Background: an optimization exercise with open tools, aiming at small area, a short achievable clock period and few clock cycles per item. Do not read the settings as production practice.
At most, simulation tests tie the RTL to the original design; equivalence was not proved.
For run 3, only the layout was checked, not whether the RTL still works.
Power is estimated from default activity; no workload was simulated. The clock port is modelled as an ideal driver; clocking choices that lean on that would not hold on a real chip.

<file path="flow/run.sh">
#!/bin/bash
# synth_recipe.tcl (not shown) runs the flow's synth.tcl, then flattens the netlist and writes it again
# the make line also repeats each setting of config.mk as NAME=value (left out here)
make -C /OpenROAD-flow-scripts/flow DESIGN_CONFIG=/design/flow/config.mk WORK_HOME=/design/flow/orfs CLKGATE_MAP_FILE= SYNTH_SCRIPT=/design/flow/synth_recipe.tcl finish
</file>
<file path="flow/config.mk">
export PLATFORM = sky130hd
export DESIGN_NAME = data_memory_responder
export DESIGN_NICKNAME = data_memory_responder
export VERILOG_FILES = /design/flow/design.v
export SDC_FILE = /design/flow/constraint.sdc
export NUM_CORES = 4
export LEC_CHECK = 0
export CAP_MARGIN = 20
export CORE_MARGIN = 2
export CORE_UTILIZATION = 40
export CTS_BUF_LIST = sky130_fd_sc_hd__clkbuf_16
export CTS_CLUSTER_DIAMETER = 100
export CTS_CLUSTER_SIZE = 30
export SETUP_SLACK_MARGIN = 2.0
export SLEW_MARGIN = 20
export SYNTH_HIERARCHICAL = 1
export SYNTH_MINIMUM_KEEP_SIZE = 0
</file>
<file path="flow/constraint.sdc">
create_clock -name core_clock -period 5.0 [get_ports {CLK}]
set_input_delay 1.0000 -clock core_clock [delete_from_list [all_inputs] [get_ports {CLK}]]
set_output_delay 1.0000 -clock core_clock [all_outputs]
set_load 0.01 [all_outputs]
</file>
<file path="flow/design.v">
package dmem_pkg;
  localparam int DMEM_DATA_WIDTH = 10;
  localparam int DMEM_ADDR_WIDTH = 10;
  localparam int DMEM_DEPTH = 256;
endpackage
module dm_nor2 (input logic a, input logic b, output logic y);
  assign y = !(a || b);
endmodule
module dm_nand2 (input logic a, input logic b, output logic y);
  assign y = !(a && b);
endmodule
module dm_nand4 (input logic a, input logic b, input logic c, input logic d, output logic y);
  assign y = !(a && b && c && d);
endmodule
module dm_nor4 (input logic a, input logic b, input logic c, input logic d, output logic y);
  assign y = !(a || b || c || d);
endmodule
module dm_aoi22 (input logic a1, a2, b1, b2, output logic y);
  assign y = !((a1 && a2) || (b1 && b2));
endmodule
module dm_or8 (input logic [7:0] a, input logic [7:0] b, output logic y);
  logic [3:0] t;
  for (genvar i = 0; i < 4; i++) begin : g_t
    assign t[i] = !((a[2*i] && b[2*i]) || (a[2*i+1] && b[2*i+1]));
  end
  assign y = !(&t);
endmodule
module dm_read_bit (
  input  logic [255:0] sel,
  input  logic [255:0] bits,
  output logic [1:0]   q_n
);
  logic [31:0] z;
  logic [15:0] u;
  logic [3:0] p;
  for (genvar i = 0; i < 32; i++) begin : g_or8
    dm_or8 u_or8 (.a(sel[8*i+7:8*i]), .b(bits[8*i+7:8*i]), .y(z[i]));
  end
  for (genvar j = 0; j < 16; j++) begin : g_nor
    dm_nor2 u_nor (.a(z[2*j]), .b(z[2*j+1]), .y(u[j]));
  end
  for (genvar k = 0; k < 4; k++) begin : g_nand2
    dm_nand4 u_nand (.a(u[4*k]), .b(u[4*k+1]), .c(u[4*k+2]), .d(u[4*k+3]), .y(p[k]));
  end
  for (genvar m = 0; m < 2; m++) begin : g_nor2
    dm_nor2 u_nor (.a(p[2*m]), .b(p[2*m+1]), .y(q_n[m]));
  end
endmodule
module data_memory_responder #(
  parameter int DATA_WIDTH = dmem_pkg::DMEM_DATA_WIDTH,
  parameter int ADDR_WIDTH = dmem_pkg::DMEM_ADDR_WIDTH,
  parameter int DEPTH = dmem_pkg::DMEM_DEPTH
) (
  input  logic                  CLK,
  input  logic                  RESET,
  input  logic                  Req_Valid_IN,
  output logic                  Req_Ready_OUT,
  input  logic                  Req_Write_IN,
  input  logic [ADDR_WIDTH-1:0] Req_Address_IN,
  input  logic [DATA_WIDTH-1:0] Req_Data_IN,
  output logic                  Resp_Valid_OUT,
  input  logic                  Resp_Ready_IN,
  output logic [DATA_WIDTH-1:0] Resp_Data_OUT,
  output logic                  Resp_Error_OUT,
  output logic                  Busy_OUT
);
  localparam int NG = 16;
  logic v1, e1;
  logic [NG-1:0] lor_n;    
  logic [NG-1:0] low_n;    
  logic [NG-1:0] hir_n;    
  logic [NG-1:0] hiw_n;    
  logic [DATA_WIDTH-1:0] d1;
  logic vo, vk;
  logic [DATA_WIDTH-1:0] od, kd;
  logic oe, ke;
  logic accept, take, push, in_range;
  logic [DATA_WIDTH-1:0] rd_resp;
  logic [DEPTH-1:0] rsel, wsel;
  logic [DATA_WIDTH-1:0] mem [DEPTH];
  logic ready_q, busy_q, v1_d, vo_d, vk_d;
  assign Req_Ready_OUT = ready_q;
  assign accept = Req_Valid_IN && Req_Ready_OUT;
  assign take = vo && Resp_Ready_IN;
  assign push = v1 && (!vk || take);
  assign Resp_Valid_OUT = vo;
  assign Resp_Data_OUT = od;
  assign Resp_Error_OUT = oe;
  assign Busy_OUT = busy_q;
  assign in_range = Req_Address_IN[ADDR_WIDTH-1:8] == '0;
  always_ff @(posedge CLK) begin
    if (Req_Ready_OUT) begin
      for (int g = 0; g < NG; g++) begin
        lor_n[g] <= Req_Address_IN[3:0] != 4'(g);
        low_n[g] <= !(Req_Write_IN && Req_Address_IN[3:0] == 4'(g));
        hir_n[g] <= !(!Req_Write_IN && in_range && Req_Address_IN[7:4] == 4'(g));
      end
      d1 <= Req_Data_IN;
      e1 <= !in_range;
    end
  end
  always_ff @(posedge CLK or negedge RESET)
    if (!RESET) hiw_n <= '1;
    else if (Req_Ready_OUT)
      for (int g = 0; g < NG; g++)
        hiw_n[g] <= !(Req_Valid_IN && Req_Write_IN && in_range && Req_Address_IN[7:4] == 4'(g));
  for (genvar w = 0; w < DEPTH; w++) begin : g_sel
    dm_nor2 u_rsel (.a(lor_n[w % NG]), .b(hir_n[w / NG]), .y(rsel[w]));
    dm_nor2 u_wsel (.a(low_n[w % NG]), .b(hiw_n[w / NG]), .y(wsel[w]));
  end
  always_ff @(posedge CLK)
    for (int w = 0; w < DEPTH; w++) if (wsel[w]) mem[w] <= d1;
  for (genvar b = 0; b < DATA_WIDTH; b++) begin : g_rd
    logic [DEPTH-1:0] bits;
    logic [1:0] q_n;
    for (genvar w = 0; w < DEPTH; w++) begin : g_w
      assign bits[w] = mem[w][b];
    end
    dm_read_bit u_rd (.sel(rsel), .bits(bits), .q_n(q_n));
    assign rd_resp[b] = !(&q_n);
  end
  always_ff @(posedge CLK) begin
    if (!vo || Resp_Ready_IN) begin
      od <= vk ? kd : rd_resp;
      oe <= vk ? ke : e1;
    end
    if (!vk || Resp_Ready_IN) begin
      kd <= rd_resp;
      ke <= e1;
    end
  end
  assign v1_d = accept || (v1 && !push);
  assign vo_d = take ? (vk || push) : (vo || push);
  assign vk_d = take ? (vk && push) : (vk || (vo && push));
  always_ff @(posedge CLK or negedge RESET)
    if (!RESET) begin
      v1 <= 1'b0;
      vo <= 1'b0;
      vk <= 1'b0;
      ready_q <= 1'b1;
      busy_q <= 1'b0;
    end else begin
      v1 <= v1_d;
      vo <= vo_d;
      vk <= vk_d;
      ready_q <= !(v1_d && vk_d);
      busy_q <= v1_d || vo_d;
    end
endmodule
</file>
==> flow_summary.json, run 1 <==
{
  "grt_remaining_overflow": 0,
  "clk_latency_ps": 820,
  "wl_met3_microns": 21200,
  "path_cells": "buf_12 > nor2_1 > buf_4 > a22oi_1 > nand4_1 > nor2_2 > nand4_1 > nor2_4 > nand2_1 > mux2_2",
  "async_flop_share_pct": 0.789,
  "path_class": "register to register",
  "synth_seq_cells": 2662,
  "multi_input_area_sq_um": 16000,
  "max-cap-violations": 0,
  "clock_skew_ps": 47.8,
  "setup_viol": 0,
  "clock_path_buffers": 3,
  "cts_buffers": 101,
  "totalWireLength_microns": 259000,
  "synth_top_area_share_pct": 83.4,
  "status": "finished clean",
  "p_per_area_nw_per_um2": 379,
  "worst_slack_ps": 1930,
  "cpMaxStageDelayCell": "edfxtp_1",
  "tightestPinTransition_ps": 1200,
  "worst_setup_path_end_kind": "register",
  "finalHoldViolCount": 0,
  "relSlewSlack_pct": 20.2,
  "netlist_area_sq_um": 95100,
  "peakVddDrop_v": 0.000339,
  "dieArea_sq_um": 242000,
  "fmax_mhz": 326,
  "crit_top_cell": "nand4_1",
  "worstPathArrival_ps": 3630,
  "cts_tree": "yes",
  "final_cell_area_sq_um": 105000,
  "place.gp.congestion": 0.869,
  "tns_ps": 0,
  "dpl_cell_area_sq_um": 100000,
  "io_buffer_count": 38,
  "vias_per_cell": 6.03,
  "first_global_vias": 50400,
  "rows": 179,
  "crit_fanout": 10,
  "yosys.area.top_type": "edfxtp_1",
  "leakage_nw": 30.2,
  "die_w_microns": 492,
  "worst_hold_path_type": "register to register",
  "ant_nets": 0,
  "core_sq_um": 237000,
  "reg2reg_from": "lor_n[15]",
  "synth_most_common_cell": "edfxtp_1",
  "antenna_found_initial": 10,
  "start_util_pct": 40.1,
  "die_height_microns": 492,
  "grt_usage_pct": 20.8,
  "grt_pass1_wl_microns": 366000,
  "dp_slack_ps": 781,
  "wire_per_inst_microns": 29.9,
  "postSynthCellCount": 5145,
  "crit_start": "lor_n[15]",
  "cts.reportedPaths.clkPinSlew_ps": 110,
  "synth_ff_type": "edfxtp_1",
  "wirelength_met1_microns": 103000,
  "place_hpwl_microns": 163000,
  "dr.max_layer_used": "met5",
  "grt_setup_unrepaired": "yes",
  "drive_gt1_share_pct": 9.63,
  "areaGrowthSynthToFinish_pct": 10.5,
  "cpPeakStageDelay_ps": 440,
  "syn_avg_cell_area_sq_um": 18.5,
  "syn-num-nets": 5170,
  "clock_sinks": 2662,
  "grt_max_degree": 190,
  "cts-root-buf": "clkbuf_16",
  "drcViolationCount": 0,
  "synth-seq-area-share_pct": 83.9,
  "regArea_sq_um": 79900,
  "yosys-top-cells-area": "edfxtp_1 (83%), a22oi_1 (10%), nor2_1 (2.8%), nand4_1 (2.4%), dfstp_2 (0.47%)",
  "nFillCells": 20200,
  "ys_warn_count": 8,
  "synth_cell_types": 31,
  "finalCritPeriodShare_pct": 61.4,
  "drt_iter0_markers": 7824,
  "cp-start-kind": "register",
  "required_ps": 5560,
  "dr_wl_met2_microns": 126000,
  "maxSlewViolCount": 0,
  "nets": 5468,
  "synth_edf_count": 2641,
  "cts-htree-levels": 3,
  "ios": 39,
  "drtPass1Iterations": 5,
  "min_from": "e1",
  "synth_common_cells": "edfxtp_1 (2,641), a22oi_1 (1,280), nor2_1 (708)",
  "min_period_ps": 3070,
  "dr_total_vias": 52300
}
final timing paths:
check | endpoint | cells past startpoint | slack [ps]
max | od[7] | 10 | 1930
min | ke | 0 | 460
max reg2reg | od[7] | 10 | 1930
min reg2reg | ke | 0 | 460
max in group asynchronous | ready_q | 2 | 4130
min in group asynchronous | v1 | 2 | 560
logic make-up (layout without fill, tap and decap cells):
| family | count (synthesis) | in the layout | synth area share, % |
|---|---|---|---|
| multiplexers | 11 | 11 | 0.130 |
| flip-flops | 2662 | 2662 | 83.9 |
| AO/OA/AOI/OAI | 1301 | 1301 | 10.3 |
| AND/OR/NAND/NOR | 1159 | 1159 | 5.62 |
| other | 0 | 4 | 0 |
| buffers and inverters | 12 | 360 | 0.0605 |
critical path: cells and delay by family (launching register included):
| family | cells | cell delay (ps) |
|---|---|---|
| DFF | 1 | 440 |
| and+or+nand+nor | 6 | 1400 |
| buffers and inverters | 2 | 400 |
| muxes | 1 | 280 |
| AOI/OAI and AO/OA | 1 | 250 |
final cells by class:
cell class	instances	share of cell area (%)
Sequential cell	2662	75.9
Multi-Input combinational cell	2471	15.2
Tap cell	3167	3.77
Clock buffer	103	2.45
Timing Repair Buffer	205	2.23
Clock inverter	50	0.368
Antenna cell	4	0.00952
Inverter	2	0.00714
per-module statistics from Yosys (local to each module, per instance), a selection:
module,cells inside,copies in the design
data_memory_responder,2813,1
dm_nor2,1,692
dm_nand4,1,40
dm_or8,5,320
metal layers:
| layer | vias up | GRT usage, % |
|---|---|---|
| met3 | 328 | 2.65 |
| met2 | 2453 | 34.1 |
| met1 | 27300 | 28.9 |
| met4 | 4 | 6.93 |
| met5 | - | 0 |
| li1 | 22200 | - |
cells in the final DEF (no fill, tap or decap), drive strengths merged, types with 2 or more instances in the layout:
cell and instances:
nor2 708, o21ai 2, nand3 9, buf 166
a21boi 2, dfrtp 4, clkbuf 104, clkdlybuf4s50 34
nand2b 3, nor2b 5, nand2 58, o32a 3
a21oi 9, mux2 11, o22a 4, inv 41
a22oi 1280, nand4 360, and3 2, or2 2
bufinv 2, edfxtp 2641, and2 5, nor3 3
diode 4, clkinv 9, dlygate4sd2 4, dfstp 17
stage by stage:
step | power, mW | hold slack [ps] | instances | util [%]
CTS | 40.0 | 465 | 8649 | 44.1
detailed placement | 29.9 | 438 | 8431 | 42.3
global placement | 29.8 | 435 | 8429 | 42.3
finish | 39.8 | 465 | 8664 | 44.3
floorplan | 28.2 | 422 | 5145 | -
global route | 40.9 | 477 | 8662 | 44.3
sequential cells by signal, indices dropped and copies added, names as in the netlist:
signal and count:
ready_q 1, hir_n 16, v1 1, vo 1, e1 1, ke 1, kd 10, low_n 16
lor_n 16, d1 10, busy_q 1, hiw_n 16, vk 1, od 10, oe 1, mem 2560
repair_timing:
action / in CTS / in global routing
gates cloned: 0 / 1
setup endpoints to repair: 24 / 10
buffers inserted: 65 / 9
pin swaps: 36 / 55
resized for setup: 141 / 126
hold buffers: 0 / 0
where the power goes:
group	switching (mW)	total [mW]	leakage, nW	internal [mW]
clock network	6.48	10.4	1.56	3.94
logic	2.56	2.99	4.70	0.433
registers	0.202	26.4	23.9	26.2
Testbench counts, summed over its fixed seeds: cycles 24,016, items 24,000.
==> run 2: changes to the inputs <==
--- a/flow/config.mk
+++ b/flow/config.mk
@@ -13,3 +13,3 @@
 export CTS_CLUSTER_SIZE = 30
-export SETUP_SLACK_MARGIN = 2.0
+export SETUP_SLACK_MARGIN = 2.5
 export SLEW_MARGIN = 20
==> flow_summary.json, run 2 <==
{
  "status": "finished clean",
  "multi_input_area_sq_um": 17000,
  "drive_gt1_share_pct": 14.3,
  "required_ps": 5560,
  "tns_ps": 0,
  "postSynthCellCount": 5145,
  "setup_viol": 0,
  "drtPass1Iterations": 6,
  "max-cap-violations": 0,
  "nFillCells": 20000,
  "die_w_microns": 492,
  "totalWireLength_microns": 262000,
  "path_cells": "buf_4 > nor2_2 > a22oi_1 > nand4_1 > nor2_2 > nand4_1 > nor2_4 > nand2_2 > mux2_2",
  "syn-num-nets": 5170,
  "relSlewSlack_pct": 19.6,
  "clock_path_buffers": 3,
  "cts-htree-levels": 3,
  "start_util_pct": 40.1,
  "cts_tree": "yes",
  "regArea_sq_um": 79900,
  "layout_commonest_cell": "edfxtp_1",
  "p_per_area_nw_per_um2": 374,
  "worstPathArrival_ps": 3530,
  "vias_per_cell": 6.06,
  "cts.reportedPaths.clkPinSlew_ps": 110,
  "place.gp.congestion": 0.869,
  "critPathTopFamily": "simple AND/OR/NAND/NOR gates",
  "cts_buffers": 101,
  "cpPeakStageDelay_ps": 420,
  "fin_util_pct": 45.0,
  "fmax_mhz": 337,
  "peakVddDrop_v": 0.000339,
  "top_register": "mem",
  "clock_sinks": 2662,
  "first_global_vias": 50600,
  "finalHoldViolCount": 0,
  "synth_top_area_share_pct": 83.4,
  "place_hpwl_microns": 163000,
  "leakage_nw": 30.6,
  "drt_iter0_markers": 7342,
  "maxSlewViolCount": 0,
  "rows": 179,
  "cpMaxStageDelayCell": "edfxtp_1",
  "netlist_area_sq_um": 95100,
  "clock_skew_ps": 43.7,
  "core_sq_um": 237000,
  "grt_pass1_wl_microns": 368000,
  "yosys-top-cells-area": "edfxtp_1 (83%), a22oi_1 (10%), nor2_1 (2.8%), nand4_1 (2.4%), dfstp_2 (0.47%)",
  "syn_avg_cell_area_sq_um": 18.5,
  "synth_seq_cells": 2662,
  "grt_max_degree": 190,
  "path_class": "register to register",
  "ios": 39,
  "wire_per_inst_microns": 30.1,
  "yosys.area.top_type": "edfxtp_1",
  "finalCritPeriodShare_pct": 59.4,
  "cp-start-kind": "register",
  "synth-seq-area-share_pct": 83.9,
  "crit_fanout": 10,
  "ant_nets": 0,
  "dr_total_vias": 52700,
  "worst_setup_path_end_kind": "register",
  "synth_most_common_cell": "edfxtp_1",
  "nets": 5501,
  "layout_common_cells": "edfxtp_1 (2,641), a22oi_1 (1,107), nor2_1 (469)",
  "dpl_cell_area_sq_um": 100000,
  "synth_ff_type": "edfxtp_1",
  "final_cells": 8694,
  "synth_common_cells": "edfxtp_1 (2,641), a22oi_1 (1,280), nor2_1 (708)",
  "areaGrowthSynthToFinish_pct": 12.1,
  "grt_setup_unrepaired": "yes",
  "cts-root-buf": "clkbuf_16",
  "largest_reg_flops": 2560,
  "dieArea_sq_um": 242000,
  "io_buffer_count": 38,
  "path_buf_inv": 1,
  "tightestPinTransition_ps": 1210,
  "drcViolationCount": 0,
  "synth_edf_count": 2641,
  "ys_warn_count": 8,
  "worst_hold_path_type": "register to register",
  "grt_usage_pct": 21.0,
  "final_cell_area_sq_um": 107000,
  "clk_latency_ps": 810,
  "antenna_found_initial": 8,
  "grt_remaining_overflow": 0,
  "die_height_microns": 492,
  "synth_cell_types": 31,
  "min_period_ps": 2970,
  "cts-hold-fix-buffers": 0,
  "async_flop_share_pct": 0.789,
  "place_inst": 8431
}
[run 2: changes by cell type in the layout (fill, tap and decap cells not counted), sizes merged]
cell	change
buf	+42
bufbuf	+1
clkbuf	-1
clkdlybuf4s15	+4
clkdlybuf4s50	-10
diode	-3
dlygate4sd2	-3
[run 2: final cells by class]
class / instances / share of cell area, %
timing repair buffer: 238 / 2.70
antenna: 1 / 0.00235
multi-input combinational: 2471 / 15.9
clock buffer: 103 / 2.42
sequential: 2662 / 74.9
tap: 3167 / 3.71
inverter: 2 / 0.00704
clock inverter: 50 / 0.362
[run 2: logic make-up (layout without fill, tap and decap cells)]
group	count (synthesis)	after routing	synth area share (%)
compound gates	1301	1301	10.3
buf+inv	12	393	0.0605
flops	2662	2662	83.9
mux	11	11	0.130
other cells	0	1	0
simple gates	1159	1159	5.62
[run 2: worst register-to-register path, delay by kind of cell (launching register included)]
kind,cells,cell delay [ps]
AOI/OAI and AO/OA,1,300
buffers and inverters,1,260
DFF,1,420
muxes,1,270
and+or+nand+nor,6,1460
[run 2: metrics by stage]
| stage | hold WS (ps) | setup slack (ps) | power, mW |
|---|---|---|---|
| floorplan | 422 | 954 | 28.2 |
| global placement | 435 | 703 | 29.8 |
| detailed placement | 438 | 781 | 29.9 |
| CTS | 465 | 2100 | 40.0 |
| global route | 477 | 2040 | 40.9 |
| finish | 465 | 2030 | 39.9 |
[run 2: worst paths after layout]
| check | from | end | slack, ps | cells after the start |
|---|---|---|---|---|
| min in group asynchronous | RESET | v1 | 560 | 2 |
| setup reg to reg | lor_n[13] | od[6] | 2030 | 9 |
| setup / recovery | lor_n[13] | od[6] | 2030 | 9 |
| hold / removal | e1 | ke | 460 | 0 |
| hold reg to reg | e1 | ke | 460 | 0 |
| max in group asynchronous | RESET | hiw_n[9] | 4130 | 2 |
[run 2: Yosys stat by module, one instance, submodules excluded, a selection]
module / cells inside / flip-flops and latches
dm_nand4: 1 / 0
dm_nor2: 1 / 0
dm_or8: 5 / 0
data_memory_responder: 2813 / 2662
[run 2: routing by layer]
layer	wire [microns]	share of wire, %	track usage [%]	vias up
li1	-	-	-	22300
met1	103000	39	29.1	27500
met2	128000	49	34.7	2560
met3	22000	8.4	2.54	330
met4	9000	3.4	6.51	4
met5	25	0.0096	0	-
[run 2: where the power goes]
group | leakage (nW) | internal [mW] | switching, mW
Sequential | 23.9 | 26.2 | 0.200
Clock | 1.56 | 3.94 | 6.49
Combinational | 5.12 | 0.464 | 2.60
[run 2: repair_timing]
action / in CTS / in global routing
endpoints found under the setup margin: 53 / 70
pin swaps: 140 / 120
buffers inserted: 86 / 16
resized for setup: 450 / 164
gates cloned: 6 / 0
==> run 3: changes to the inputs <==
--- a/flow/design.v
+++ b/flow/design.v
@@ -30,3 +30,3 @@
   input  logic [255:0] bits,
-  output logic [1:0]   q_n
+  output logic [3:0]   p
 );
@@ -34,3 +34,2 @@
   logic [15:0] u;
-  logic [3:0] p;
   for (genvar i = 0; i < 32; i++) begin : g_or8
@@ -43,5 +42,2 @@
     dm_nand4 u_nand (.a(u[4*k]), .b(u[4*k+1]), .c(u[4*k+2]), .d(u[4*k+3]), .y(p[k]));
-  end
-  for (genvar m = 0; m < 2; m++) begin : g_nor2
-    dm_nor2 u_nor (.a(p[2*m]), .b(p[2*m+1]), .y(q_n[m]));
   end
@@ -73,10 +69,11 @@
   logic [DATA_WIDTH-1:0] d1;
+  logic v2, e2;
+  logic [DATA_WIDTH-1:0][3:0] p1, p2;
   logic vo, vk;
-  logic [DATA_WIDTH-1:0] od, kd;
+  logic [DATA_WIDTH-1:0] od, kd, rd_resp;
   logic oe, ke;
-  logic accept, take, push, in_range;
-  logic [DATA_WIDTH-1:0] rd_resp;
+  logic accept, take, adv1, adv2, free2, in_range;
+  logic ready_q, busy_q, v1_d, v2_d, vo_d, vk_d;
   logic [DEPTH-1:0] rsel, wsel;
   logic [DATA_WIDTH-1:0] mem [DEPTH];
-  logic ready_q, busy_q, v1_d, vo_d, vk_d;
   assign Req_Ready_OUT = ready_q;
@@ -84,3 +81,5 @@
   assign take = vo && Resp_Ready_IN;
-  assign push = v1 && (!vk || take);
+  assign adv2 = v2 && (!vk || take);
+  assign free2 = !v2 || adv2;
+  assign adv1 = v1 && free2;
   assign Resp_Valid_OUT = vo;
@@ -114,3 +113,2 @@
     logic [DEPTH-1:0] bits;
-    logic [1:0] q_n;
     for (genvar w = 0; w < DEPTH; w++) begin : g_w
@@ -118,5 +116,10 @@
     end
-    dm_read_bit u_rd (.sel(rsel), .bits(bits), .q_n(q_n));
-    assign rd_resp[b] = !(&q_n);
+    dm_read_bit u_rd (.sel(rsel), .bits(bits), .p(p1[b]));
+    assign rd_resp[b] = |p2[b];
   end
+  always_ff @(posedge CLK)
+    if (free2) begin
+      p2 <= p1;
+      e2 <= e1;
+    end
   always_ff @(posedge CLK) begin
@@ -124,3 +127,3 @@
       od <= vk ? kd : rd_resp;
-      oe <= vk ? ke : e1;
+      oe <= vk ? ke : e2;
     end
@@ -128,8 +131,9 @@
       kd <= rd_resp;
-      ke <= e1;
+      ke <= e2;
     end
   end
-  assign v1_d = accept || (v1 && !push);
-  assign vo_d = take ? (vk || push) : (vo || push);
-  assign vk_d = take ? (vk && push) : (vk || (vo && push));
+  assign v1_d = accept || (v1 && !adv1);
+  assign v2_d = adv1 || (v2 && !adv2);
+  assign vo_d = take ? (vk || adv2) : (vo || adv2);
+  assign vk_d = take ? (vk && adv2) : (vk || (vo && adv2));
   always_ff @(posedge CLK or negedge RESET)
@@ -137,2 +141,3 @@
       v1 <= 1'b0;
+      v2 <= 1'b0;
       vo <= 1'b0;
@@ -143,6 +148,7 @@
       v1 <= v1_d;
+      v2 <= v2_d;
       vo <= vo_d;
       vk <= vk_d;
-      ready_q <= !(v1_d && vk_d);
-      busy_q <= v1_d || vo_d;
+      ready_q <= !(v1_d && v2_d && vk_d);
+      busy_q <= v1_d || v2_d || vo_d;
     end
==> flow_summary.json, run 3 <==
{
  "status": "finished clean",
  "path_cells": "buf_6",
  "power.total_mw": 40.7,
  "dieArea_sq_um": 245000,
  "path_class": "register to output port",
  "first_global_vias": 50400,
  "top_regs": "mem: 2560 flops, p2: 40 flops",
  "synth_most_common_cell": "edfxtp_1",
  "place_hpwl_microns": 168000,
  "start_util_pct": 40.1,
  "grt_max_degree": 184,
  "cts_tree": "yes",
  "areaGrowthSynthToFinish_pct": 9.31,
  "yosys.area.top_type": "edfxtp_1",
  "ant_nets": 0,
  "wire_per_inst_microns": 30.9,
  "rows": 180,
  "async_flop_share_pct": 0.814,
  "worst_setup_path_end_kind": "output port",
  "grt_usage_pct": 21.3,
  "cts-htree-levels": 3,
  "p_per_area_nw_per_um2": 387,
  "largest_reg_flops": 2560,
  "die_w_microns": 495,
  "crit_start": "ready_q",
  "min_period_ps": 2640,
  "drtPass1Iterations": 6,
  "clock_path_buffers": 3,
  "peakVddDrop_v": 0.000322,
  "cts_buffers": 102,
  "cts-root-buf": "clkbuf_16",
  "fmax_mhz": 378,
  "setup_viol": 0,
  "layout_commonest_cell": "edfxtp_1",
  "netlist_area_sq_um": 96400,
  "reg2reg_from": "lor_n[2]",
  "drive_gt1_share_pct": 6.56,
  "synth-seq-area-share_pct": 84.2,
  "synth_top_area_share_pct": 83.6,
  "drcViolationCount": 0,
  "clk_latency_ps": 820,
  "maxSlewViolCount": 0,
  "yosys-top-cells-area": "edfxtp_1 (84%), a22oi_1 (10%), nor2_1 (2.6%), nand4_1 (2.3%), dfstp_2 (0.46%)",
  "vias_per_cell": 6.11,
  "core_sq_um": 240000,
  "path_buf_inv": 1,
  "clock_skew_ps": 82.9,
  "max-cap-violations": 0,
  "top_register": "mem",
  "fin_util_pct": 43.9,
  "place.gp.congestion": 0.877,
  "synth_ff_type": "edfxtp_1",
  "ios": 39,
  "io_buffer_count": 38,
  "tns_ps": 0,
  "postSynthCellCount": 5155,
  "synth_common_cells": "edfxtp_1 (2,682), a22oi_1 (1,280), nor2_1 (678)",
  "cts.reportedPaths.clkPinSlew_ps": 110,
  "cp-start-kind": "register",
  "grt_setup_unrepaired": "yes",
  "critPathTopFamily": "flip-flops",
  "synth_cell_types": 31,
  "totalWireLength_microns": 268000,
  "required_ps": 4000,
  "die_height_microns": 495,
  "grt_remaining_overflow": 0,
  "finalCritPeriodShare_pct": 52.9,
  "worstPathArrival_ps": 1640,
  "cts-hold-fix-buffers": 0,
  "cpMaxStageDelayCell": "dfstp_4",
  "dr_total_vias": 53000,
  "relSlewSlack_pct": 23.2,
  "antenna_found_initial": 15,
  "syn-num-nets": 5180,
  "leakage_nw": 30.3,
  "layout_common_cells": "edfxtp_1 (2,682), a22oi_1 (1,280), nor2_1 (630)",
  "cpPeakStageDelay_ps": 710,
  "synth_seq_cells": 2704,
  "synth_edf_count": 2682,
  "crit_fanout": 2,
  "grt_pass1_wl_microns": 376000,
  "nets": 5452,
  "tightestPinTransition_ps": 1150,
  "drt_iter0_markers": 7964,
  "syn_avg_cell_area_sq_um": 18.7,
  "finalHoldViolCount": 0,
  "worst_hold_path_type": "primary input to asynchronous set/reset pin",
  "ys_warn_count": 8,
  "clock_sinks": 2704
}
==> run 3: changes by cell type after synthesis, sizes merged, moves of 2 or more <==
cell / delta
a21boi: -2
a21o: +2
a21oi: -6
clkbuf: -3
edfxtp: +41
nand2: -12
nor2: -29
nor3: -2
o22a: +8
or4: +10
==> run 3: final cells by class <==
type	count	area [sq um]
diodes	7	17.5
clock buffers	105	2630
clock inverters	61	385
fillers	20700	135000
inverters	3	11.3
multi-input cells	2441	15300
flip-flops and latches	2704	81100
well taps	3185	3990
repair buffers	175	1860
==> run 3: per-stage QoR <==
| step | cells | hold WS [ps] | instance area, sq um | setup slack [ps] |
|---|---|---|---|---|
| floorplan | 5155 | 400 | 96400 | 954 |
| global placement | 8446 | 486 | 101000 | 1620 |
| detailed placement | 8451 | 490 | 102000 | 1940 |
| CTS | 8669 | 178 | 105000 | 2280 |
| global route | 8678 | 224 | 105000 | 2340 |
| finish | 8681 | 215 | 105000 | 2360 |
==> run 3: repair_timing <==
| item | CTS | global route |
|---|---|---|
| setup buffers | 52 | 3 |
| gates resized for setup | 72 | 26 |
| endpoints found under the setup margin | 135 | 126 |
==> run 3: where the power goes <==
| group | internal [mW] | total, mW | switching [mW] |
|---|---|---|---|
| sequential | 26.6 | 27.2 | 0.533 |
| clock | 3.96 | 10.6 | 6.62 |
| combinational | 0.429 | 2.97 | 2.54 |
==> run 3: kinds of logic (layout without fill, tap and decap cells) <==
group	count (synthesis)	in the layout	synth area share [%]
buffers and inverters	10	344	0.0428
AO/OA/AOI/OAI	1303	1303	10.2
other	0	7	0
flip-flops	2704	2704	84.2
adder cells (fa/ha/maj)	1	1	0.0104
AND/OR/NAND/NOR	1126	1126	5.49
multiplexers	11	11	0.129
==> run 3: layer usage <==
metal / GRT usage [%] / part of all wire [%] / up-vias
met5: 0 / 0.031 / -
met4: 6.59 / 3.3 / 12
met3: 2.97 / 8.7 / 351
met2: 34.8 / 48 / 2647
met1: 29.8 / 40 / 27700
li1: - / - / 22300
==> run 3: per-module statistics from Yosys, one instance, submodules excluded, a selection <==
module	flip-flops and latches	cells
dm_nor2	0	1
dm_or8	0	5
dm_nand4	0	1
data_memory_responder	2704	2843
==> run 3: final timing paths <==
path	slack, ps	cells after the start	endpoint
setup / recovery	2360	1	Req_Ready_OUT
hold / removal	220	1	v2
setup reg to reg	2500	6	p2[23]
hold reg to reg	450	1	v2
max in group asynchronous	4290	1	v1
min in group core_clock	450	1	v2
==> run 4: changes to the inputs <==
--- a/flow/design.v
+++ b/flow/design.v
@@ -74,3 +74,3 @@
   logic oe, ke;
-  logic accept, take, adv1, adv2, free2, in_range;
+  logic accept, take, adv1, adv2, free2, in_range, room;
   logic ready_q, busy_q, v1_d, v2_d, vo_d, vk_d;
@@ -79,3 +79,4 @@
   assign Req_Ready_OUT = ready_q;
-  assign accept = Req_Valid_IN && Req_Ready_OUT;
+  assign room = !(v1 && v2 && vk);
+  assign accept = Req_Valid_IN && room;
   assign take = vo && Resp_Ready_IN;
@@ -90,3 +91,3 @@
   always_ff @(posedge CLK) begin
-    if (Req_Ready_OUT) begin
+    if (room) begin
       for (int g = 0; g < NG; g++) begin
@@ -102,3 +103,3 @@
     if (!RESET) hiw_n <= '1;
-    else if (Req_Ready_OUT)
+    else if (room)
       for (int g = 0; g < NG; g++)
--- a/flow/config.mk
+++ b/flow/config.mk
@@ -13,3 +13,3 @@
 export CTS_CLUSTER_SIZE = 30
-export SETUP_SLACK_MARGIN = 2.5
+export SETUP_SLACK_MARGIN = 3.0
 export SLEW_MARGIN = 20
==> flow_summary.json, run 4 <==
{
  "yosys-top-cells-area": "edfxtp_1 (84%), a22oi_1 (10%), nor2_1 (2.7%), nand4_1 (2.3%), dfstp_2 (0.46%)",
  "rrSetupSlack_ps": 2850,
  "cts-htree-levels": 3,
  "largest_reg_flops": 2560,
  "clock_skew_ps": 43.5,
  "cts.reportedPaths.clkPinSlew_ps": 120,
  "vias_per_cell": 6.11,
  "ant_nets": 0,
  "core_sq_um": 240000,
  "place_hpwl_microns": 165000,
  "synth_common_cells": "edfxtp_1 (2,682), a22oi_1 (1,280), nor2_1 (699)",
  "grt_pass1_wl_microns": 376000,
  "max-cap-violations": 0,
  "dieArea_sq_um": 245000,
  "top_regs": "mem: 2560 flops, p2: 40 flops",
  "tns_ps": 0,
  "yosys.area.top_type": "edfxtp_1",
  "drtPass1Iterations": 5,
  "synth_xor_area_share_pct": 0,
  "synthMuxAreaShare_pct": 0.167,
  "peakVddDrop_v": 0.000499,
  "p_per_area_nw_per_um2": 380,
  "required_ps": 4000,
  "die_height_microns": 495,
  "synth_edf_count": 2682,
  "grt_remaining_overflow": 0,
  "cts_buffers": 102,
  "worst_hold_path_type": "primary input to asynchronous set/reset pin",
  "start_util_pct": 40.2,
  "grt_max_degree": 185,
  "rows": 180,
  "setup_viol": 0,
  "finalHoldViolCount": 0,
  "dr_total_vias": 53500,
  "synth_seq_cells": 2704,
  "synth_top_area_share_pct": 83.5,
  "clock_path_buffers": 3,
  "syn_avg_cell_area_sq_um": 18.6,
  "path_class": "register to output port",
  "layout_commonest_cell": "edfxtp_1",
  "syn-num-nets": 5203,
  "cts-root-buf": "clkbuf_16",
  "layout_common_cells": "edfxtp_1 (2,682), a22oi_1 (1,024), nand4_1 (360)",
  "async_flop_share_pct": 0.814,
  "top_register": "mem",
  "drive_gt1_share_pct": 19.6,
  "clock_sinks": 2704,
  "crit_fanout": 1,
  "min_period_ps": 2590,
  "synth_compound_area_share_pct": 10.1,
  "nFillCells": 20300,
  "finalCritPeriodShare_pct": 51.8,
  "antenna_found_initial": 7,
  "relSlewSlack_pct": 12.2,
  "cts_tree": "yes",
  "path_buf_inv": 1,
  "areaGrowthSynthToFinish_pct": 13.8,
  "synth_most_common_cell": "edfxtp_1",
  "maxSlewViolCount": 0,
  "path_cells": "buf_2",
  "nets": 5569,
  "io_buffer_count": 38,
  "ios": 39,
  "drt_iter0_markers": 7699,
  "power.total_mw": 41.7,
  "synth_cell_types": 32,
  "tightestPinTransition_ps": 1320,
  "fmax_mhz": 386,
  "synth-seq-area-share_pct": 84.1,
  "synth_top_family_by_area": "compound AO/OA/AOI/OAI gates",
  "worst_setup_path_end_kind": "output port",
  "leakage_nw": 31.3,
  "critPathTopFamily": "flip-flops",
  "ys_warn_count": 8,
  "netlist_area_sq_um": 96400,
  "place.gp.congestion": 0.903,
  "cpMaxStageDelayCell": "edfxtp_1",
  "synthAdderAreaFrac_pct": 0.0104,
  "status": "finished clean",
  "drcViolationCount": 0,
  "grt_setup_unrepaired": "yes",
  "totalWireLength_microns": 272000,
  "die_w_microns": 495,
  "synth-simple-area-share_pct": 5.57,
  "wire_per_inst_microns": 31.0,
  "grt_usage_pct": 21.3,
  "synth_ff_type": "edfxtp_1",
  "postSynthCellCount": 5178,
  "clk_latency_ps": 810,
  "cp-start-kind": "register",
  "worstPathArrival_ps": 1590,
  "hold_slack_ps": 183,
  "cpPeakStageDelay_ps": 580,
  "first_global_vias": 51100
}
run 4: cell types whose count changed after synthesis, sizes merged, moves of 3 or more:
cell,change
a21oi,+10
o32a,-4
nor3,+3
o22a,-12
a31oi,+5
nor2,+20
run 4: path summary, 6_finish.rpt:
path	startpoint	cells past startpoint	endpoint
worst max-delay path	oe	1	Resp_Error_OUT
worst min-delay path	RESET	1	vo
worst max register to register	lor_n[9]	8	p2[1]
worst min register to register	e1	0	e2
max in group asynchronous	RESET	1	busy_q
min in group core_clock	e1	0	e2
run 4: cells by family (layout without fill, tap and decap cells):
group | count (synthesis) | after routing
adder cells (fa/ha/maj) | 1 | 1
other | 0 | 2
multiplexers | 11 | 11
buffers and inverters | 13 | 406
AO/OA/AOI/OAI | 1302 | 1302
AND/OR/NAND/NOR | 1147 | 1155
flip-flops | 2704 | 2704
run 4: cell type report:
cell class                 count  area, sq um  share of cell area [%]
sequential                  2704        81100                    73.9
multi-input combinational   2469        18400                    16.8
tap                         3185         3990                    3.63
timing repair buffer         263         3290                    3.00
clock buffer                 105         2630                    2.39
clock inverter                34          279                   0.254
inverter                       4         22.5                  0.0205
antenna                        2         5.00                 0.00456
run 4: repair_timing:
item | 4_1_cts | 5_1_grt
buffers inserted | 89 | 52
resized for setup | 583 | 407
cloned | 2 | 14
pin swaps | 90 | 217
setup endpoints to repair | 1108 | 781
hold buffers | 0 | 0
hold endpoints to repair | 0 | 0
run 4: layer usage:
| layer | vias to the layer above | wire [microns] | track usage [%] |
|---|---|---|---|
| met5 | - | 40 | 0 |
| met1 | 28100 | 106000 | 28.9 |
| met3 | 414 | 22300 | 3.14 |
| met4 | 6 | 11600 | 8.12 |
| met2 | 2516 | 132000 | 34.9 |
| li1 | 22500 | - | - |
run 4: power breakdown:
group	switching, mW	total (mW)	internal (mW)
logic	3.14	3.81	0.670
registers	0.428	27.4	27.0
clock network	6.56	10.5	3.96
run 4: stage by stage:
stage,cell area (sq um),std cells,utilization [%],setup WS [ps]
after CTS,107000,8698,44.7,2360
after floorplan,96500,5178,-,954
final,110000,8766,45.7,2410
after global placement,102000,8468,42.3,1900
after global routing,110000,8766,45.7,2400
after detailed placement,102000,8468,42.3,1840
run 4: per-module statistics from Yosys, one instance, submodules excluded, a selection:
module	flip-flops and latches	copies in the design
dm_nand4	0	40
data_memory_responder	2704	1
dm_or8	0	320
dm_nor2	0	672
Testbench counts of run 4, summed over its fixed seeds: cycles 24,024, items 24,000.
==> run 5: changes to the inputs <==
--- a/flow/config.mk
+++ b/flow/config.mk
@@ -13,3 +13,3 @@
 export CTS_CLUSTER_SIZE = 30
-export SETUP_SLACK_MARGIN = 3.0
+export SETUP_SLACK_MARGIN = 2.5
 export SLEW_MARGIN = 20
==> flow_summary.json, run 5 <==
{
  "synth_top_area_share_pct": 83.5,
  "cts-htree-levels": 3,
  "largest_reg_flops": 2560,
  "synth_cell_types": 32,
  "syn_avg_cell_area_sq_um": 18.6,
  "setup_viol": 0,
  "place_hpwl_microns": 161000,
  "first_global_vias": 49900,
  "netlist_area_sq_um": 96400,
  "nets": 5456,
  "reg2reg_from": "lor_n[4]",
  "clock_skew_ps": 51.6,
  "path_cells": "buf_6",
  "worstPathArrival_ps": 1700,
  "dieArea_sq_um": 245000,
  "final_cell_area_sq_um": 105000,
  "ios": 39,
  "maxSlewViolCount": 0,
  "yosys.area.top_type": "edfxtp_1",
  "min_period_ps": 2700,
  "tns_ps": 0,
  "grt_max_degree": 179,
  "synth_ff_type": "edfxtp_1",
  "antenna_found_initial": 5,
  "cpPeakStageDelay_ps": 760,
  "rows": 180,
  "peakVddDrop_v": 0.000316,
  "grt_remaining_overflow": 0,
  "areaGrowthSynthToFinish_pct": 8.87,
  "worst_setup_path_end_kind": "output port",
  "tightestPinTransition_ps": 1230,
  "finalHoldViolCount": 0,
  "p_per_area_nw_per_um2": 394,
  "power.total_mw": 41.3,
  "cp-start-kind": "register",
  "grt_usage_pct": 20.9,
  "relSlewSlack_pct": 18.1,
  "syn-num-nets": 5203,
  "wire_per_inst_microns": 30.5,
  "drive_gt1_share_pct": 5.69,
  "core_sq_um": 240000,
  "worst_slack_ps": 2300,
  "io_buffer_count": 38,
  "cpMaxStageDelayCell": "dfstp_4",
  "synth_most_common_cell": "edfxtp_1",
  "top_regs": "mem: 2560 flops, p2: 40 flops",
  "critPathTopFamily": "flip-flops",
  "start_util_pct": 40.2,
  "dp_slack_ps": 1860,
  "grtUsageMet3_pct": 2.84,
  "required_ps": 4000,
  "cts_buffers": 102,
  "max-cap-violations": 0,
  "drcViolationCount": 0,
  "hold_slack_ps": 176,
  "die_height_microns": 495,
  "vias_per_cell": 6.09,
  "grt_setup_unrepaired": "yes",
  "crit_start": "ready_q",
  "path_buf_inv": 1,
  "status": "finished clean",
  "path_class": "register to output port",
  "met1_usage_pct": 29.2,
  "synth-seq-area-share_pct": 84.1,
  "drtPass1Iterations": 6,
  "yosys-top-cells-area": "edfxtp_1 (84%), a22oi_1 (10%), nor2_1 (2.7%), nand4_1 (2.3%), dfstp_2 (0.46%)",
  "synth_seq_cells": 2704,
  "busiest_layer": "met2",
  "cts.reportedPaths.clkPinSlew_ps": 120,
  "layout_common_cells": "edfxtp_1 (2,682), a22oi_1 (1,280), nor2_1 (684)",
  "totalWireLength_microns": 264000,
  "async_flop_share_pct": 0.814,
  "synth_common_cells": "edfxtp_1 (2,682), a22oi_1 (1,280), nor2_1 (699)",
  "use_met2_pct": 34.3,
  "ant_nets": 0,
  "drt_iter0_markers": 7618,
  "cts-root-buf": "clkbuf_16",
  "clk_latency_ps": 810,
  "top_register": "mem",
  "cts_tree": "yes",
  "cts-hold-fix-buffers": 0,
  "ys_warn_count": 8,
  "leakage_nw": 30.1,
  "nFillCells": 20700,
  "layout_commonest_cell": "edfxtp_1",
  "die_w_microns": 495,
  "grt_pass1_wl_microns": 369000,
  "postSynthCellCount": 5178,
  "place.gp.congestion": 0.847,
  "dr_total_vias": 52700,
  "worst_hold_path_type": "primary input to asynchronous set/reset pin",
  "clock_path_buffers": 3,
  "crit_fanout": 1,
  "synth_edf_count": 2682,
  "finalCritPeriodShare_pct": 54.0,
  "fmax_mhz": 370,
  "clock_sinks": 2704,
  "dpl_cell_area_sq_um": 102000
}
-- run 5: cell counts after synthesis --
Identical to the previous run, type by type.
-- run 5: routing by layer --
metal	vias to the layer above	part of all wire, %
li1	22200	-
met1	27500	40
met2	2592	48
met3	333	8.2
met4	2	3.4
met5	-	0.0072
-- run 5: path summary, 6_finish.rpt --
check	end	slack [ps]	cells after the start
hold / removal	vo	180	1
setup reg to reg	p2[29]	2490	6
max in group asynchronous	busy_q	4400	1
min in group core_clock	ke	460	0
setup / recovery	Req_Ready_OUT	2300	1
hold reg to reg	ke	460	0
-- run 5: area by class of cell --
cell class                 instances  area (sq um)  area share, %
multi-input combinational       2461         15300           14.6
sequential                      2704         81100           77.3
tap                             3185          3990           3.80
inverter                           4          17.5         0.0167
timing repair buffer             158          1710           1.63
antenna                            6          15.0         0.0143
clock buffer                     103          2580           2.45
clock inverter                    34           262          0.249
-- run 5: Yosys stat by module (local to each module, per instance), excerpt --
module	flip-flops and latches	times used	area (sq um)
dm_or8	0	320	36.3
data_memory_responder	2704	1	82100
dm_nand4	0	40	6.26
dm_nor2	0	672	3.75
-- run 5: cells by family after synthesis --
group	share of synthesized area (%)
flops	84.1
compound gates	10.1
simple gates	5.57
buf+inv	0.0571
mux	0.167
fa+ha+maj	0.0104
-- run 5: per-stage QoR --
stage,instances,util (%)
after floorplan,5178,-
after global placement,8463,42.3
after detailed placement,8463,42.3
after CTS,8649,43.7
final,8655,43.7
after global routing,8649,43.7
-- run 5: power by group --
part | switching (mW) | leakage, nW | total, mW | internal [mW]
Sequential | 0.512 | 24.4 | 27.5 | 27.0
Combinational | 2.92 | 4.27 | 3.45 | 0.527
Clock | 6.54 | 1.46 | 10.4 | 3.85
Total | 9.97 | 30.1 | 41.3 | 31.4
-- run 5: repair_timing --
item,CTS,global route
endpoints found under the hold margin,0,0
cloned,0,0
buffers inserted,49,0
endpoints found under the setup margin,60,48
resized for setup,66,14
==> run 6: changes to the inputs <==
--- a/flow/config.mk
+++ b/flow/config.mk
@@ -9,3 +9,3 @@
 export CORE_MARGIN = 2
-export CORE_UTILIZATION = 40
+export CORE_UTILIZATION = 60
 export CTS_BUF_LIST = sky130_fd_sc_hd__clkbuf_16
@@ -13,2 +13,3 @@
 export CTS_CLUSTER_SIZE = 30
+export PLACE_DENSITY = 0.7
 export SETUP_SLACK_MARGIN = 2.5
==> flow_summary.json, run 6 <==
{
  "syn-num-nets": 5203,
  "synth_most_common_cell": "edfxtp_1",
  "synth_common_cells": "edfxtp_1 (2,682), a22oi_1 (1,280), nor2_1 (699)",
  "clock_skew_ps": 51.6,
  "clk_latency_ps": 790,
  "path_class": "register to register",
  "areaGrowthSynthToFinish_pct": 7.58,
  "first_global_vias": 50100,
  "grt_remaining_overflow": 0,
  "finalCritPeriodShare_pct": 50.4,
  "p_int_mw": 31.2,
  "tns_ps": 0,
  "cts-root-buf": "clkbuf_16",
  "synth_ff_type": "edfxtp_1",
  "maxSlewViolCount": 0,
  "cts_buffers": 100,
  "yosys.area.top_type": "edfxtp_1",
  "yosys-top-cells-area": "edfxtp_1 (84%), a22oi_1 (10%), nor2_1 (2.7%), nand4_1 (2.3%), dfstp_2 (0.46%)",
  "worst_setup_path_end_kind": "register",
  "rows": 147,
  "cts-hold-fix-buffers": 0,
  "ios": 39,
  "power_frac_seq_pct": 67.3,
  "antenna_found_initial": 13,
  "synth_top_area_share_pct": 83.5,
  "nFillCells": 10700,
  "combPwrFrac_pct": 8.1,
  "switching_power_mw": 9.62,
  "largest_reg_flops": 2560,
  "syn_avg_cell_area_sq_um": 18.6,
  "place_hpwl_microns": 159000,
  "worstPathArrival_ps": 3160,
  "synth_edf_count": 2682,
  "cp-start-kind": "register",
  "io_buffer_count": 38,
  "grt_pass1_wl_microns": 357000,
  "grt_setup_unrepaired": "yes",
  "peakVddDrop_v": 0.000545,
  "cts-htree-levels": 3,
  "netlist_area_sq_um": 96400,
  "drive_gt1_share_pct": 5.81,
  "clock_path_buffers": 3,
  "cpMaxStageDelayCell": "nor2_1",
  "p_sw_share_pct": 23.6,
  "relSlewSlack_pct": 15.9,
  "synth-seq-area-share_pct": 84.1,
  "drcViolationCount": 0,
  "totalWireLength_microns": 253000,
  "vias_per_cell": 7.10,
  "die_w_microns": 405,
  "required_ps": 5640,
  "leakage_nw": 30.2,
  "place.gp.congestion": 0.899,
  "fmax_mhz": 397,
  "start_util_pct": 60.3,
  "async_flop_share_pct": 0.814,
  "path_cells": "buf_4 > nor2_1 > a22oi_1 > nand4_1 > nor2_1 > nand4_1",
  "finalHoldViolCount": 0,
  "crit_fanout": 10,
  "path_buf_inv": 1,
  "ys_warn_count": 8,
  "core_sq_um": 160000,
  "postSynthCellCount": 5178,
  "dr_total_vias": 53800,
  "wire_per_inst_microns": 33.3,
  "synth_cell_types": 32,
  "p_per_area_nw_per_um2": 393,
  "pwr-share-clk_pct": 24.6,
  "max-cap-violations": 0,
  "nets": 5471,
  "drtPass1Iterations": 8,
  "grt_max_degree": 181,
  "dieArea_sq_um": 164000,
  "top_regs": "mem: 2560 flops, p2: 40 flops",
  "top_register": "mem",
  "ant_nets": 0,
  "clock_sinks": 2704,
  "cpPeakStageDelay_ps": 800,
  "layout_common_cells": "edfxtp_1 (2,682), a22oi_1 (1,280), nor2_1 (671)",
  "status": "finished clean",
  "drt_iter0_markers": 9630,
  "cts_tree": "yes",
  "critPathTopFamily": "simple AND/OR/NAND/NOR gates",
  "grt_usage_pct": 30.7,
  "fin_util_pct": 64.8,
  "die_height_microns": 405,
  "worst_hold_path_type": "primary input to asynchronous set/reset pin",
  "setup_viol": 0,
  "cts.reportedPaths.clkPinSlew_ps": 110,
  "tightestPinTransition_ps": 1260,
  "layout_commonest_cell": "edfxtp_1",
  "min_period_ps": 2520,
  "synth_seq_cells": 2704
}
-- run 6: power by group through the flow --
stage | Clock, mW | Sequential [mW] | Combinational, mW
after CTS | 10.1 | 27.4 | 3.26
after detailed placement | 0 | 28.0 | 3.23
after global routing | 10.8 | 27.5 | 3.45
after floorplan | 0 | 28.8 | 0.503
final | 10.0 | 27.5 | 3.32
after global placement | 0 | 28.0 | 3.11
-- run 6: Yosys stat by module (local to each module, per instance), a selection --
module	cells	flip-flops and latches
dm_nand4	1	0
dm_nor2	1	0
dm_or8	5	0
data_memory_responder	2866	2704
-- run 6: cells by family (layout without fill, tap and decap cells) --
family	count (synthesis)	after routing	share of synthesized area, %
AOI/OAI and AO/OA	1302	1302	10.1
adders and majority gates	1	1	0.0104
buffers and inverters	13	323	0.0571
DFF	2704	2704	84.1
muxes	11	11	0.167
other	0	6	0
and+or+nand+nor	1147	1147	5.57
-- run 6: area by class of cell --
cell class,instances,area [sq um],area share [%]
Sequential cell,2704,81100,78.2
Multi-Input combinational cell,2461,15400,14.8
Tap cell,2086,2610,2.52
Clock buffer,101,2530,2.44
Timing Repair Buffer,175,1900,1.83
Clock inverter,43,224,0.216
Inverter,4,17.5,0.0169
Antenna cell,6,15.0,0.0145
-- run 6: what timing repair did --
action | CTS | global route
endpoints found under the setup margin | 95 | 100
buffers inserted | 54 | 1
resized for setup | 33 | 16
-- run 6: final timing paths --
check                          from     end  slack, ps  cells past startpoint
max in group asynchronous     RESET      vk       4330                      1
hold / removal                RESET  busy_q        240                      1
min in group core_clock          e1      e2        440                      0
setup reg to reg           lor_n[3]  p2[32]       2480                      6
hold reg to reg                  e1      e2        440                      0
setup / recovery           lor_n[3]  p2[32]       2480                      6
-- run 6: layer usage --
metal,vias to the layer above,GRT usage (%),part of all wire (%)
li1,22300,-,-
met1,27500,46.8,38
met2,3580,45.3,45
met3,396,6.58,13
met4,14,8.94,3.2
met5,-,0,0.036
-- run 6: metrics by stage --
step	instance area, sq um	hold slack (ps)	setup WS [ps]	cells	power (mW)
after detailed placement	100000	417	1960	7374	31.2
after CTS	104000	198	2490	7572	40.8
final	104000	237	2480	7580	40.8
after global routing	104000	245	2500	7574	41.7
after floorplan	96400	400	954	5178	29.3
after global placement	100000	405	1960	7373	31.1
==> run 7: changes to the inputs <==
==> flow/flow/run.sh (new file) <==
#!/bin/bash
# Layout flow: the standard flow (standard.sh, with the standard synthesis), changed in two
# ways: the ports get sky130_fd_sc_hd__buf_4 buffers instead of the delay buffers that
# buffer_ports picks by default, and clock-tree synthesis runs with the clustering and buffer
# settings from config.mk but without dummy loads. Each step's full log is in
# orfs/logs/<platform>/data_memory_responder/base/; make's own output goes to standard.log here.
set -euo pipefail
export BUFFER_PORTS_ARGS="-buffer_cell sky130_fd_sc_hd__buf_4"
export CTS_ARGS="-sink_clustering_enable -repair_clock_nets -sink_clustering_size 30 -sink_clustering_max_diameter 100 -buf_list sky130_fd_sc_hd__clkbuf_16 -dont_use_dummy_load"
bash standard.sh > standard.log 2>&1
==> flow/standard.sh (new file) <==
#!/bin/bash
# synth_recipe.tcl (not shown) runs the flow's synth.tcl, then flattens the netlist and writes it again
# the make line also repeats each setting of config.mk as NAME=value (left out here)
make -C /OpenROAD-flow-scripts/flow DESIGN_CONFIG=/design/flow/config.mk WORK_HOME=/design/flow/orfs CLKGATE_MAP_FILE= SYNTH_SCRIPT=/design/flow/synth_recipe.tcl "${@:-finish}"
--- a/flow/config.mk
+++ b/flow/config.mk
@@ -9,3 +9,3 @@
 export CORE_MARGIN = 2
-export CORE_UTILIZATION = 60
+export CORE_UTILIZATION = 40
 export CTS_BUF_LIST = sky130_fd_sc_hd__clkbuf_16
@@ -13,3 +13,2 @@
 export CTS_CLUSTER_SIZE = 30
-export PLACE_DENSITY = 0.7
 export SETUP_SLACK_MARGIN = 2.5
removed: flow/run.sh
==> flow_summary.json, run 7 <==
{
  "layout_common_cells": "edfxtp_1 (2,682), a22oi_1 (1,280), nor2_1 (671)",
  "dpl_cell_area_sq_um": 102000,
  "drcViolationCount": 0,
  "grt_usage_pct": 21.4,
  "status": "finished clean",
  "final_cell_area_sq_um": 105000,
  "finalCritPeriodShare_pct": 52.1,
  "tns_ps": 0,
  "syn_avg_cell_area_sq_um": 18.6,
  "tightestPinTransition_ps": 1140,
  "ios": 39,
  "peakVddDrop_v": 0.000371,
  "wire_per_inst_microns": 31.0,
  "yosys.area.top_type": "edfxtp_1",
  "totalWireLength_microns": 268000,
  "hold_slack_ps": 76.1,
  "grt_setup_unrepaired": "yes",
  "rows": 180,
  "cts_tree": "yes",
  "syn-num-nets": 5203,
  "synth_top_area_share_pct": 83.5,
  "clock_skew_ps": 87.3,
  "ant_nets": 0,
  "worst_setup_path_end_kind": "output port",
  "drtPass1Iterations": 6,
  "worstPathArrival_ps": 1610,
  "critPathTopFamily": "flip-flops",
  "relSlewSlack_pct": 23.9,
  "grt_max_degree": 190,
  "largest_reg_flops": 2560,
  "clk_latency_ps": 810,
  "top_regs": "mem: 2560 flops, p2: 40 flops",
  "maxSlewViolCount": 0,
  "place_hpwl_microns": 169000,
  "leakage_nw": 30.1,
  "grt_remaining_overflow": 0,
  "postSynthCellCount": 5178,
  "first_global_vias": 50700,
  "clock_path_buffers": 3,
  "nets": 5481,
  "ys_warn_count": 8,
  "synth_seq_cells": 2704,
  "setup_viol": 0,
  "cts-htree-levels": 3,
  "async_flop_share_pct": 0.814,
  "synth_common_cells": "edfxtp_1 (2,682), a22oi_1 (1,280), nor2_1 (699)",
  "p_per_area_nw_per_um2": 391,
  "cts-root-buf": "clkbuf_16",
  "place.gp.congestion": 0.881,
  "drive_gt1_share_pct": 6.58,
  "required_ps": 4000,
  "clock_sinks": 2704,
  "power.total_mw": 41.0,
  "die_w_microns": 495,
  "antenna_found_initial": 13,
  "synth_edf_count": 2682,
  "synth_cell_types": 32,
  "crit_fanout": 1,
  "dr_total_vias": 52600,
  "die_height_microns": 495,
  "io_buffer_count": 38,
  "top_register": "mem",
  "netlist_area_sq_um": 96400,
  "synth-seq-area-share_pct": 84.1,
  "regArea_sq_um": 81100,
  "fmax_mhz": 384,
  "cpMaxStageDelayCell": "dfstp_2",
  "worst_hold_path_type": "primary input to asynchronous set/reset pin",
  "path_cells": "buf_6",
  "path_class": "register to output port",
  "path_buf_inv": 1,
  "synth_most_common_cell": "edfxtp_1",
  "core_sq_um": 240000,
  "cts_buffers": 102,
  "cts.reportedPaths.clkPinSlew_ps": 110,
  "cp-start-kind": "register",
  "nFillCells": 20800,
  "drt_iter0_markers": 7733,
  "grt_pass1_wl_microns": 377000,
  "yosys-top-cells-area": "edfxtp_1 (84%), a22oi_1 (10%), nor2_1 (2.7%), nand4_1 (2.3%), dfstp_2 (0.46%)",
  "dieArea_sq_um": 245000,
  "areaGrowthSynthToFinish_pct": 8.82,
  "layout_commonest_cell": "edfxtp_1",
  "start_util_pct": 40.2,
  "synth_ff_type": "edfxtp_1",
  "finalHoldViolCount": 0,
  "multi_input_area_sq_um": 15400,
  "cpPeakStageDelay_ps": 650,
  "vias_per_cell": 6.09,
  "max-cap-violations": 0,
  "min_period_ps": 2610
}
run 7: repair_timing:
| item | 4_1_cts | 5_1_grt |
|---|---|---|
| hold buffers | 0 | 0 |
| resized for setup | 27 | 15 |
| hold endpoints to repair | 0 | 0 |
| setup endpoints to repair | 85 | 73 |
| setup buffers | 60 | 9 |
run 7: metrics by stage:
| step | instances | setup slack [ps] | utilization [%] |
|---|---|---|---|
| global route | 8641 | 2350 | 43.7 |
| detailed placement | 8468 | 2000 | 42.3 |
| global placement | 8465 | 1550 | 42.3 |
| floorplan | 5178 | 954 | - |
| CTS | 8630 | 2310 | 43.7 |
| finish | 8644 | 2390 | 43.7 |
run 7: path summary, 6_finish.rpt:
check	from	to	slack, ps	cells past startpoint
min reg2reg	e1	e2	460	0
max reg2reg	low_n[2]	mem[50][1]	2490	2
min	RESET	busy_q	80	1
max	ready_q	Req_Ready_OUT	2390	1
max in group asynchronous	RESET	hiw_n[15]	4600	1
min in group core_clock	Req_Data_IN[0]	d1[0]	390	1
run 7: metal layers:
metal | global-route usage [%] | routed length (microns) | vias to the layer above
li1 | - | - | 22200
met1 | 29.5 | 105000 | 27500
met2 | 35.4 | 131000 | 2576
met3 | 3.03 | 23000 | 348
met4 | 6.52 | 9060 | 2
met5 | 0 | 17 | -
run 7: cell families after synthesis:
kind of cell	share of synthesized area, %
DFF	84.1
AOI/OAI and AO/OA	10.1
and+or+nand+nor	5.57
buffers and inverters	0.0571
muxes	0.167
adders and majority gates	0.0104
run 7: Yosys stat by module (local to each module, per instance), a selection:
| module | area (sq um) | times used | flip-flops and latches | cells inside |
|---|---|---|---|---|
| data_memory_responder | 82100 | 1 | 2704 | 2866 |
| dm_or8 | 36.3 | 320 | 0 | 5 |
| dm_nand4 | 6.26 | 40 | 0 | 1 |
| dm_nor2 | 3.75 | 672 | 0 | 1 |
run 7: final cells by class:
cell class / count / share of cell area [%]
Clock buffer: 102 / 2.43
Antenna cell: 5 / 0.0119
Multi-Input combinational cell: 2461 / 14.6
Inverter: 4 / 0.0191
Timing Repair Buffer: 183 / 1.82
Tap cell: 3185 / 3.80
Sequential cell: 2704 / 77.3
run 7: where the power goes:
part | internal (mW) | switching [mW]
logic | 0.577 | 2.77
clock network | 3.68 | 6.34
registers | 27.0 | 0.656
total | 31.2 | 9.77
==> run 8: changes to the inputs <==
--- a/flow/design.v
+++ b/flow/design.v
@@ -75,6 +75,6 @@
   logic accept, take, adv1, adv2, free2, in_range, room;
-  logic ready_q, busy_q, v1_d, v2_d, vo_d, vk_d;
+  logic full_q, busy_q, v1_d, v2_d, vo_d, vk_d;
   logic [DEPTH-1:0] rsel, wsel;
   logic [DATA_WIDTH-1:0] mem [DEPTH];
-  assign Req_Ready_OUT = ready_q;
+  assign Req_Ready_OUT = !full_q;
   assign room = !(v1 && v2 && vk);
@@ -145,3 +145,3 @@
       vk <= 1'b0;
-      ready_q <= 1'b1;
+      full_q <= 1'b0;
       busy_q <= 1'b0;
@@ -152,3 +152,3 @@
       vk <= vk_d;
-      ready_q <= !(v1_d && v2_d && vk_d);
+      full_q <= v1_d && v2_d && vk_d;
       busy_q <= v1_d || v2_d || vo_d;
==> flow_summary.json, run 8 <==
{
  "first_global_vias": 50700,
  "cts-root-buf": "clkbuf_16",
  "max-cap-violations": 0,
  "final_cells": 8629,
  "crit_fanout": 10,
  "dieArea_sq_um": 245000,
  "leakage_nw": 30.1,
  "place_inst": 8473,
  "dr_total_vias": 53000,
  "required_ps": 5410,
  "totalWireLength_microns": 267000,
  "power.total_mw": 41.0,
  "ys_warn_count": 8,
  "tns_ps": 0,
  "place.gp.congestion": 0.871,
  "postSynthCellCount": 5181,
  "layout_common_cells": "edfxtp_1 (2,682), a22oi_1 (1,280), nor2_1 (658)",
  "clock_path_buffers": 3,
  "cpPeakStageDelay_ps": 880,
  "synth_top_area_share_pct": 83.5,
  "grtUsageMet3_pct": 3.46,
  "die_w_microns": 495,
  "critPathTopFamily": "flip-flops",
  "largest_reg_flops": 2560,
  "setup_viol": 0,
  "drt_iter0_markers": 8017,
  "min_period_ps": 2520,
  "netlist_area_sq_um": 96500,
  "vias_per_cell": 6.14,
  "antenna_found_initial": 12,
  "synth_cell_types": 31,
  "grt_usage_pct": 21.3,
  "place_hpwl_microns": 168000,
  "busiest_layer": "met2",
  "cts-htree-levels": 3,
  "grt_setup_unrepaired": "yes",
  "layout_commonest_cell": "edfxtp_1",
  "cts_tree": "yes",
  "top_regs": "mem: 2560 flops, p2: 40 flops",
  "clock_sinks": 2704,
  "rows": 180,
  "path_cells": "buf_4 > nor2_1",
  "synth-seq-area-share_pct": 84.1,
  "relSlewSlack_pct": 14.1,
  "wire_per_inst_microns": 31.0,
  "status": "finished clean",
  "finalCritPeriodShare_pct": 50.4,
  "ios": 39,
  "synth_seq_cells": 2704,
  "synth_most_common_cell": "edfxtp_1",
  "synth_edf_count": 2682,
  "nets": 5468,
  "path_buf_inv": 1,
  "peakVddDrop_v": 0.000303,
  "top_register": "mem",
  "finalHoldViolCount": 0,
  "cts.reportedPaths.clkPinSlew_ps": 110,
  "ant_nets": 0,
  "cts_buffers": 100,
  "drcViolationCount": 0,
  "syn_avg_cell_area_sq_um": 18.6,
  "synth_common_cells": "edfxtp_1 (2,682), a22oi_1 (1,280), nor2_1 (698)",
  "grt_max_degree": 196,
  "worstPathArrival_ps": 2920,
  "cp-start-kind": "register",
  "worst_setup_path_end_kind": "register",
  "drtPass1Iterations": 6,
  "syn-num-nets": 5206,
  "core_sq_um": 240000,
  "nFillCells": 20800,
  "path_class": "register to register",
  "start_util_pct": 40.2,
  "grt_remaining_overflow": 0,
  "maxSlewViolCount": 0,
  "clk_latency_ps": 810,
  "io_buffer_count": 38,
  "worst_hold_path_type": "primary input to asynchronous set/reset pin",
  "areaGrowthSynthToFinish_pct": 8.77,
  "fmax_mhz": 397,
  "async_flop_share_pct": 0.814,
  "die_height_microns": 495,
  "p_per_area_nw_per_um2": 390,
  "clock_skew_ps": 86.9,
  "grt_pass1_wl_microns": 377000,
  "yosys-top-cells-area": "edfxtp_1 (83%), a22oi_1 (10%), nor2_1 (2.7%), nand4_1 (2.3%), dfstp_2 (0.44%)",
  "yosys.area.top_type": "edfxtp_1",
  "hold_slack_ps": 95.8,
  "tightestPinTransition_ps": 1290,
  "synth_ff_type": "edfxtp_1",
  "met1_usage_pct": 30.3,
  "cpMaxStageDelayCell": "edfxtp_1",
  "drive_gt1_share_pct": 6.51,
  "use_met2_pct": 33.5
}
==> run 8: changes by cell type in the layout (fill, tap and decap cells not counted), moves of 2 or more <==
cell,previous run,this run
clkbuf_16,102,100
diode_2,5,3
dfrtp_1,4,6
buf_12,34,41
buf_8,1,5
nor2_2,28,40
nor2_1,671,658
buf_6,17,10
buf_4,129,112
==> run 8: cells by family after synthesis <==
kind of cell    synth area share [%]
flops                           84.1
compound gates                  10.1
simple gates                    5.58
buf+inv                       0.0687
mux                            0.167
fa+ha+maj                     0.0104
==> run 8: what timing repair did <==
| action | in CTS | in global routing |
|---|---|---|
| hold buffers | 0 | 0 |
| setup buffers | 47 | 4 |
| gates resized for setup | 13 | 28 |
| setup endpoints to repair | 75 | 124 |
==> run 8: power by group <==
part           leakage (nW)  total, mW  internal, mW  switching (mW)
Combinational          4.43       3.47         0.578            2.89
Clock                  1.23       9.95          3.61            6.34
Sequential             24.4       27.5          27.0           0.567
Total                  30.1       41.0          31.2            9.79
==> run 8: cell type report <==
type | instances | area (sq um) | area share, %
Antenna cell | 3 | 7.51 | 0.00716
Clock buffer | 100 | 2500 | 2.39
Inverter | 5 | 23.8 | 0.0227
Multi-Input combinational cell | 2462 | 15400 | 14.7
Sequential cell | 2704 | 81100 | 77.3
Tap cell | 3185 | 3990 | 3.80
Timing Repair Buffer | 170 | 1900 | 1.82
==> run 8: per-stage QoR <==
| step | util, % | setup WS [ps] | instance area [sq um] |
|---|---|---|---|
| floorplan | - | 954 | 96500 |
| global placement | 42.3 | 1530 | 101000 |
| detailed placement | 42.3 | 1820 | 102000 |
| CTS | 43.6 | 2430 | 105000 |
| global route | 43.7 | 2450 | 105000 |
| finish | 43.7 | 2480 | 105000 |
==> run 8: final timing paths <==
check / to / startpoint / cells past startpoint / slack (ps)
max in group asynchronous: hiw_n[5] / RESET / 1 / 4550
setup / recovery: mem[178][4] / low_n[2] / 2 / 2480
min in group core_clock: d1[2] / Req_Data_IN[2] / 1 / 370
hold / removal: busy_q / RESET / 1 / 100
hold reg to reg: e2 / e1 / 0 / 440
setup reg to reg: mem[178][4] / low_n[2] / 2 / 2480
==> run 8: metal layers <==
layer  part of all wire [%]  vias to the layer above  wire (microns)
met2                     47                     2605          125000
met1                     40                    27800          108000
met4                    3.9                        6           10300
met3                    9.0                      395           24200
met5                  0.016                        -              43
li1                       -                    22200               -
==> run 8: Yosys stat by module (local to each module, per instance), excerpt <==
module                 flops+latches  cell area, sq um  copies in the design
dm_or8                             0              36.3                   320
dm_nand4                           0              6.26                    40
dm_nor2                            0              3.75                   672
data_memory_responder           2704             82100                     1
Testbench counts of run 8, summed over its fixed seeds: cycles 24,024, items 24,000.

-- static timing again, ports no longer ideal --
In the flow no input, the clock included, has a driving cell. The finished layouts below were timed again as built, in two steps. Step 1, drivers: a clkbuf_16 drives CLK and a buf_2 each remaining input, both assumed. Step 2, shift: input delay + t, output delay - t, t = (earliest + latest rising clock arrival at the registers) / 2. This alone moves slack from input paths to output paths. Slacks: no drivers / after step 1 / after step 2; pairs: no drivers / after step 1.
run	t, ns	setup slack, ns	hold slack, ns	slew at the worst register clock pin (ns)	worst data-port slew with drivers (ns)
run 1	0.881	1.930 / 1.930 / 1.411	0.465 / 0.465 / 0.465	0.12 / 0.12	0.04
run 2	0.884	2.031 / 2.031 / 1.614	0.465 / 0.465 / 0.465	0.12 / 0.12	0.04
run 3	0.880	2.356 / 2.259 / 2.045	0.215 / 0.270 / 0.452	0.12 / 0.12	0.16
run 4	0.885	2.411 / 2.318 / 2.170	0.183 / 0.116 / 0.455	0.12 / 0.12	0.15
run 5	0.878	2.299 / 2.204 / 1.870	0.176 / 0.104 / 0.459	0.12 / 0.12	0.04
run 6	0.847	2.481 / 2.468 / 1.958	0.237 / 0.172 / 0.442	0.12 / 0.12	0.18
run 7	0.869	2.394 / 2.298 / 2.179	0.076 / 0.134 / 0.464	0.12 / 0.12	0.18
run 8	0.861	2.481 / 2.455 / 2.359	0.096 / 0.030 / 0.438	0.12 / 0.12	0.14
After both steps every run listed still meets setup and hold. For run 6, which loses most, drivers alone change the setup slack by -0.013 ns; drivers and shift together by -0.523 ns.
